Context: an optimization exercise on an open-source flow, tuned for small area, a short achievable clock period and few clock cycles per item. The choices shown serve that exercise and are no tape-out recipe. In this exercise RTL edits were held to simulation tests only and were not proved equivalent to the original.

<file path="flow/run.sh">
#!/bin/bash
# synth_recipe.tcl (not shown) runs the flow's synth.tcl, then flattens the netlist and writes it again
# the make line also repeats each setting of config.mk as NAME=value (left out here)
make -C /OpenROAD-flow-scripts/flow DESIGN_CONFIG=/design/flow/config.mk WORK_HOME=/design/flow/orfs CLKGATE_MAP_FILE= SYNTH_SCRIPT=/design/flow/synth_recipe.tcl finish
</file>
<file path="flow/design.v">
package dsdmnist_pkg;
    localparam int unsigned ACC_W  = 25;
    localparam int unsigned K_W    = 33;
    localparam int unsigned FRAC   = 32;
    localparam int unsigned OUT_W  = 8;
    localparam int unsigned NCH    = 16;
    localparam int unsigned CH_W   = $clog2(NCH);
    localparam int unsigned PROD_W = ACC_W + K_W;
    localparam int unsigned RND_W  = PROD_W + 1;
    localparam int unsigned R_W    = RND_W - FRAC;
    localparam logic signed [K_W-1:0] K1 = 33'sh0_00A3_E3B6;
    localparam logic signed [K_W-1:0] K2 = 33'sh0_0230_FB0F;
    localparam logic signed [RND_W-1:0] RND_HALF = RND_W'(64'd1 << (FRAC - 1));
    localparam logic signed [R_W-1:0] S_HI = R_W'(2 ** (OUT_W - 1) - 1);
    localparam logic signed [R_W-1:0] S_LO = R_W'(-(2 ** (OUT_W - 1)));
    localparam logic signed [R_W-1:0] U_HI = R_W'(2 ** OUT_W - 1);
    localparam logic signed [R_W-1:0] U_LO = '0;
    typedef struct packed {
        logic             sat;
        logic [OUT_W-1:0] res;
    } rc_t;
    function automatic rc_t round_clip(input logic signed [PROD_W-1:0] prod,
                                       input logic                     signed_out);
        logic signed [RND_W-1:0] sum;
        logic signed [R_W-1:0]   r;
        logic signed [R_W-1:0]   hi;
        logic signed [R_W-1:0]   lo;
        rc_t                     rc;
        sum    = $signed({prod[PROD_W-1], prod}) + RND_HALF;
        r      = R_W'(sum >>> FRAC);
        hi     = signed_out ? S_HI : U_HI;
        lo     = signed_out ? S_LO : U_LO;
        rc.sat = 1'b0;
        rc.res = OUT_W'(r);
        if (r > hi) begin
            rc.sat = 1'b1;
            rc.res = OUT_W'(hi);
        end else if (r < lo) begin
            rc.sat = 1'b1;
            rc.res = OUT_W'(lo);
        end
        round_clip = rc;
    endfunction
endpackage
module dsdmnist_ktable #(
    parameter  int unsigned K_W  = dsdmnist_pkg::K_W,
    parameter  int unsigned NCH  = dsdmnist_pkg::NCH,
    localparam int unsigned CH_W = $clog2(NCH)
) (
    input  logic            clk_i,
    input  logic            rst_ni,
    input  logic            wr_i,
    input  logic [CH_W-1:0] waddr_i,
    input  logic [K_W-1:0]  wdata_i,
    input  logic [CH_W-1:0] raddr_i,
    output logic [K_W-1:0]  rd_data_c
);
    logic [K_W-1:0] tbl_q [NCH];
    always_ff @(posedge clk_i or negedge rst_ni) begin
        if (!rst_ni) begin
            for (int unsigned i = 0; i < NCH; i++) begin
                tbl_q[i] <= '0;
            end
        end else if (wr_i) begin
            tbl_q[waddr_i] <= wdata_i;
        end
    end
    always_comb begin
        rd_data_c = tbl_q[raddr_i];
    end
endmodule
module dsdmnist_requant #(
    parameter  int unsigned ACC_W = dsdmnist_pkg::ACC_W,
    parameter  int unsigned K_W   = dsdmnist_pkg::K_W,
    parameter  int unsigned FRAC  = dsdmnist_pkg::FRAC,
    parameter  int unsigned OUT_W = dsdmnist_pkg::OUT_W,
    parameter  int unsigned NCH   = dsdmnist_pkg::NCH,
    localparam int unsigned CH_W  = $clog2(NCH)
) (
    input  logic                    i_CLK,
    input  logic                    i_RST_n,
    input  logic                    i_K_WR,
    input  logic [CH_W-1:0]         i_K_ADDR,
    input  logic [K_W-1:0]          i_K_DATA,
    input  logic                    i_RELU_EN,
    input  logic                    i_SIGNED_OUT,
    input  logic                    i_VALID,
    output logic                    o_READY,
    input  logic signed [ACC_W-1:0] i_ACC,
    input  logic [CH_W-1:0]         i_CH,
    output logic                    o_VALID,
    input  logic                    i_READY,
    output logic [OUT_W-1:0]        o_RESULT,
    output logic                    o_SAT
);
    localparam int unsigned PROD_W = ACC_W + K_W;
    logic adv_c;
    logic [K_W-1:0]          k_rd_c;
    logic signed [ACC_W-1:0] s1_acc_d;
    logic                    s1_valid_q;
    logic signed [ACC_W-1:0] s1_acc_q;
    logic signed [K_W-1:0]   s1_k_q;
    logic                    s1_signed_q;
    logic signed [PROD_W-1:0] s2_prod_d;
    logic                     s2_valid_q;
    logic signed [PROD_W-1:0] s2_prod_q;
    logic                     s2_signed_q;
    dsdmnist_pkg::rc_t rc_c;
    logic                    out_valid_q;
    logic [OUT_W-1:0]        result_q;
    logic                    sat_q;
    always_comb begin
        adv_c   = ~out_valid_q | i_READY;
        o_READY = adv_c;
    end
    dsdmnist_ktable #(
        .K_W (K_W),
        .NCH (NCH)
    ) u_ktable (
        .clk_i     (i_CLK),
        .rst_ni    (i_RST_n),
        .wr_i      (i_K_WR),
        .waddr_i   (i_K_ADDR),
        .wdata_i   (i_K_DATA),
        .raddr_i   (i_CH),
        .rd_data_c (k_rd_c)
    );
    always_comb begin
        s1_acc_d = i_ACC;
        if (i_RELU_EN && i_ACC[ACC_W-1]) begin
            s1_acc_d = '0;
        end
    end
    always_ff @(posedge i_CLK or negedge i_RST_n) begin
        if (!i_RST_n) begin
            s1_valid_q  <= 1'b0;
            s1_acc_q    <= '0;
            s1_k_q      <= '0;
            s1_signed_q <= 1'b0;
        end else if (adv_c) begin
            s1_valid_q <= i_VALID;
            if (i_VALID) begin
                s1_acc_q    <= s1_acc_d;
                s1_k_q      <= $signed(k_rd_c);
                s1_signed_q <= i_SIGNED_OUT;
            end
        end
    end
    always_comb begin
        s2_prod_d = PROD_W'(s1_acc_q) * PROD_W'(s1_k_q);
    end
    always_ff @(posedge i_CLK or negedge i_RST_n) begin
        if (!i_RST_n) begin
            s2_valid_q  <= 1'b0;
            s2_prod_q   <= '0;
            s2_signed_q <= 1'b0;
        end else if (adv_c) begin
            s2_valid_q <= s1_valid_q;
            if (s1_valid_q) begin
                s2_prod_q   <= s2_prod_d;
                s2_signed_q <= s1_signed_q;
            end
        end
    end
    always_comb begin
        rc_c = dsdmnist_pkg::round_clip(s2_prod_q, s2_signed_q);
    end
    always_ff @(posedge i_CLK or negedge i_RST_n) begin
        if (!i_RST_n) begin
            out_valid_q <= 1'b0;
            result_q    <= '0;
            sat_q       <= 1'b0;
        end else if (adv_c) begin
            out_valid_q <= s2_valid_q;
            if (s2_valid_q) begin
                result_q <= rc_c.res;
                sat_q    <= rc_c.sat;
            end else begin
                result_q <= '0;
                sat_q    <= 1'b0;
            end
        end
    end
    always_comb begin
        o_VALID  = out_valid_q;
        o_RESULT = result_q;
        o_SAT    = sat_q;
    end
endmodule
</file>
<file path="flow/config.mk">
export PLATFORM = sky130hd
export DESIGN_NAME = dsdmnist_requant
export DESIGN_NICKNAME = dsdmnist_requant
export VERILOG_FILES = /design/flow/design.v
export SDC_FILE = /design/flow/constraint.sdc
export NUM_CORES = 4
export LEC_CHECK = 0
export CAP_MARGIN = 20
export CORE_MARGIN = 2
export CORE_UTILIZATION = 40
export SLEW_MARGIN = 20
</file>
<file path="flow/constraint.sdc">
create_clock -name core_clock -period 10.0 [get_ports {i_CLK}]
set_input_delay 2.0000 -clock core_clock [delete_from_list [all_inputs] [get_ports {i_CLK}]]
set_output_delay 2.0000 -clock core_clock [all_outputs]
set_load 0.01 [all_outputs]
</file>
==> results.txt <==
per-layer routing:
metal / share of wire [%] / global-route usage [%] / up-vias / wire length, microns
met2: 46 / 36.44 / 1190 / 72620
met1: 44 / 32.27 / 20250 / 69290
li1: - / - / 16340 / -
met3: 7.2 / 4.555 / 250 / 11390
met4: 2.8 / 6.536 / 16 / 4424
met5: 0.059 / 0 / - / 93
Yosys cell counts (9+ instances only):
| cell type | count | share of area (%) |
|---|---|---|
| a211oi_1 | 9 | 0.12 |
| a21o_1 | 32 | 0.43 |
| a21oi_1 | 91 | 0.82 |
| a221oi_1 | 26 | 0.41 |
| a22o_1 | 24 | 0.38 |
| a22oi_1 | 183 | 2.5 |
| and2_1 | 406 | 4.6 |
| and3_1 | 10 | 0.11 |
| buf_1 | 10 | 0.068 |
| clkbuf_1 | 306 | 2.1 |
| dfrtp_1 | 627 | 28 |
| fa_1 | 841 | 30 |
| ha_1 | 176 | 4.0 |
| inv_1 | 821 | 5.6 |
| mux2_2 | 529 | 11 |
| nand2_1 | 555 | 3.8 |
| nand2b_1 | 18 | 0.20 |
| nand3_1 | 49 | 0.44 |
| nand4_1 | 65 | 0.73 |
| nor2_1 | 70 | 0.47 |
| nor2b_1 | 9 | 0.10 |
| nor3_1 | 14 | 0.13 |
| o21ai_0 | 110 | 0.99 |
| o22ai_1 | 34 | 0.38 |
| xnor2_1 | 44 | 0.69 |
| xor2_1 | 17 | 0.27 |
cell type report:
cell class	count	area (sq um)	share of cell area, %
Timing Repair Buffer	185	1627	2.673
Inverter	823	3089	5.076
Antenna cell	4	10.01	0.01645
Sequential cell	627	15700	25.79
Tap cell	1794	2245	3.688
Multi-Input combinational cell	3408	35700	58.66
Clock buffer	107	2175	3.573
Clock inverter	23	319.1	0.5242
cells by family (layout without fill, tap and decap cells):
logic type / Yosys count / after routing / synth area share (%)
other cells: 0 / 4 / 0
buf+inv: 1143 / 1138 / 7.758
mux: 531 / 531 / 10.77
flops: 627 / 627 / 28.28
compound gates: 565 / 565 / 6.862
xor+xnor: 61 / 61 / 0.9629
fa+ha+maj: 1017 / 1017 / 34.31
simple gates: 1234 / 1234 / 11.05
state kept, by name (all words and copies together), names as in the netlist, 8 cells and up:
signal	cells
s2_prod_q	27
s1_k_q	33
u_ktable.tbl_q	528
s1_acc_q	25
result_q	8
worst max-delay path by stage:
stage	startpoint	endpoint	cells past startpoint
final	s1_acc_q[1]	s2_prod_q[57]	24
after global routing	s1_acc_q[8]	s2_prod_q[50]	24
after CTS	s1_acc_q[1]	s2_prod_q[57]	24
after detailed placement	s1_acc_q[1]	s2_prod_q[57]	24
after global placement	s1_acc_q[1]	s2_prod_q[57]	24
after floorplan	s1_acc_q[4]	s2_prod_q[45]	27
per-stage QoR:
step	std cells	setup WS (ns)	instance area [sq um]	hold slack [ns]
finish	6971	1.546	60860	0.4757
global route	6968	1.113	60850	0.5029
CTS	6967	1.510	60850	0.4781
detailed placement	6837	1.621	58360	0.4624
global placement	6837	1.645	58360	0.4578
floorplan	5178	2.914	55480	0.4444
worst max-delay path, delay by kind of cell, from the launching register on:
family                   cells  cell delay (ns)
AO/OA/AOI/OAI                7             2.21
adder cells (fa/ha/maj)      8             3.80
buffers and inverters        5             0.55
flip-flops                   1             0.90
AND/OR/NAND/NOR              4             0.86
==> key figures <==
Run status
  – Status: timing/DRC/antenna clean

Timing
  – Skew final: 0.05025 ns
  – Slew Viols, Final: 0
  – Slew @ Worst Pin: 1.207 ns
  – TNS Setup: 0 ns
  – Peak Freq: 118.3 MHz
  – Hold Vio Cnt, Final: 0
  – Post-layout min period: 8.454 ns
  – Slew HR: 19.51%
  – Final setup fails: 0
  – RSZ-0062 raised after global routing: false
  – Period utilization: 84.54%

Clock network
  – Clk Latency, worst-skew pair: 0.68 ns
  – Hold-fix buffers, CTS: 0
  – Clk sinks: 627
  – Clk pin slew, worst setup/hold paths: 0.06 ns
  – CTS root buffer: clkbuf_16
  – CTS tree: built
  – Post-CTS setup buffer count: 0
  – H-tree levels: 3
  – CTS Buf Count: 73
  – Clock Tree Buf Depth: 3
  – Gates resized, CTS repair: 0

Logic synthesis
  – Post-synth EDFFs: 0
  – Syn Inst Count: 5,178
  – YS warnings: 3
  – Synth Flop Type: dfrtp_1
  – Mapped Nets: 6,268
  – Seq/Total Area, Yosys: 28.28%
  – Cell Area, Synth: 55,480 sq um
  – Distinct cell type count after synthesis: 69
  – #FFs+latches synth: 627
  – Synth async-reset ratio: 100.0%
  – Avg Cell Area, Syn: 10.72 sq um

Setup path
  – Worst r2r src: s1_acc_q[1]
  – CP max stage delay: 0.90 ns
  – Crit path arrival time: 9.03 ns
  – Capture point of the worst reg-to-reg path: s2_prod_q[57]
  – Crit path launch type: flop
  – Crit-path most repeated cell: fa_1
  – CP max FO: 23
  – Reg-to-reg slack, setup: 1.55 ns
  – Slowest library cell on the worst path: dfrtp_1
  – WP data required: 10.57 ns
  – Kind of critical path: reg -> reg
  – R2R cell count: 24
  – CP Cell Sequence: buf_4, and2_1, fa_1, fa_1, inv_1, fa_1, fa_1, inv_1, fa_1, fa_1, inv_1, fa_1, inv_1, ha_1, a21o_1, a211oi_2, nor2_1, o41a_1, o311ai_2, a21oi_2, o21ai_2, a31oi_1, or4_1, nand3_1
  – Critical Path Sink Type: flop

Detailed routing
  – Drt wl/cell: 22.64 microns
  – Post-Route WL: 157,800 microns
  – DR vias/cell: 5.458
  – DRC viols: 0
  – DRT Pass-1 Iters: 6
  – Routed Antenna Nets: 0
  – 1st-iter DRT viols: 2,859
  – Via count: 38,050

Die
  – Rows: 136
  – Initial core utilization: 40.35%
  – Die W: 376.4 microns
  – Core Area: 137,500 sq um
  – Die ar.: 141,700 sq um
  – Height of the die: 376.4 microns
  – Boundary Pins: 84

Global routing
  – Largest net degree at the start of global routing: 158
  – All-layer global routing usage: 23.06%
  – Global route overflow: 0
  – First-pass GRT wire length: 249,400 microns
  – Vias in the first global route: 41,150
  – Initial antenna violation count: 12

Layout
  – Area Growth Syn to Fin: 9.695%
  – Fin util: 44.27%
  – Most frequent cells in the layout: 841 x fa_1, 821 x inv_1, 621 x dfrtp_1
  – Most common cell after layout, fill and taps aside: fa_1
  – Final net count: 6,208
  – Layout cells sized above 1: 15.56%
  – Fillcell total: 12,950

Job
  – Max_cap viols: 0

Place
  – Final HPWL DP: 105,500 microns
  – Routability Congestion: 0.8958
  – Port Buffer Count: 83

Hold path
  – Min-Delay Path Depth: 2
  – Hold path start: sat_q
  – Worst Hold End: sat_q
  – Hold WC Path Type: reg -> reg
Testbench counts, summed over its fixed seeds: cycles 4,120, items 4,096.

[port drivers added, routing unchanged]
The results above use ideal ports. As a check the final layout listed here was re-extracted and re-timed, cells and wires unchanged.
Step 1 sets driving cells, clkbuf_16 on the clock port and buf_2 on the other inputs (assumed; they add their load-dependent delay and slew).
Step 2 moves the port delays by t, midway between the first and last clock arrival at a register: inputs arrive t later, outputs are due t later. That takes back most of the time a late clock gives input paths.
Three values: ideal, step 1, step 2; two values: the first two.
t, ns: 0.730
slack for setup (ns): 1.546 / 1.546 / 1.546
cell pins on the clock port's net: 1
After both steps this run still meets setup and hold. The setup slack of this run moves by 0.000 ns with the drivers and by 0.000 ns with both steps.
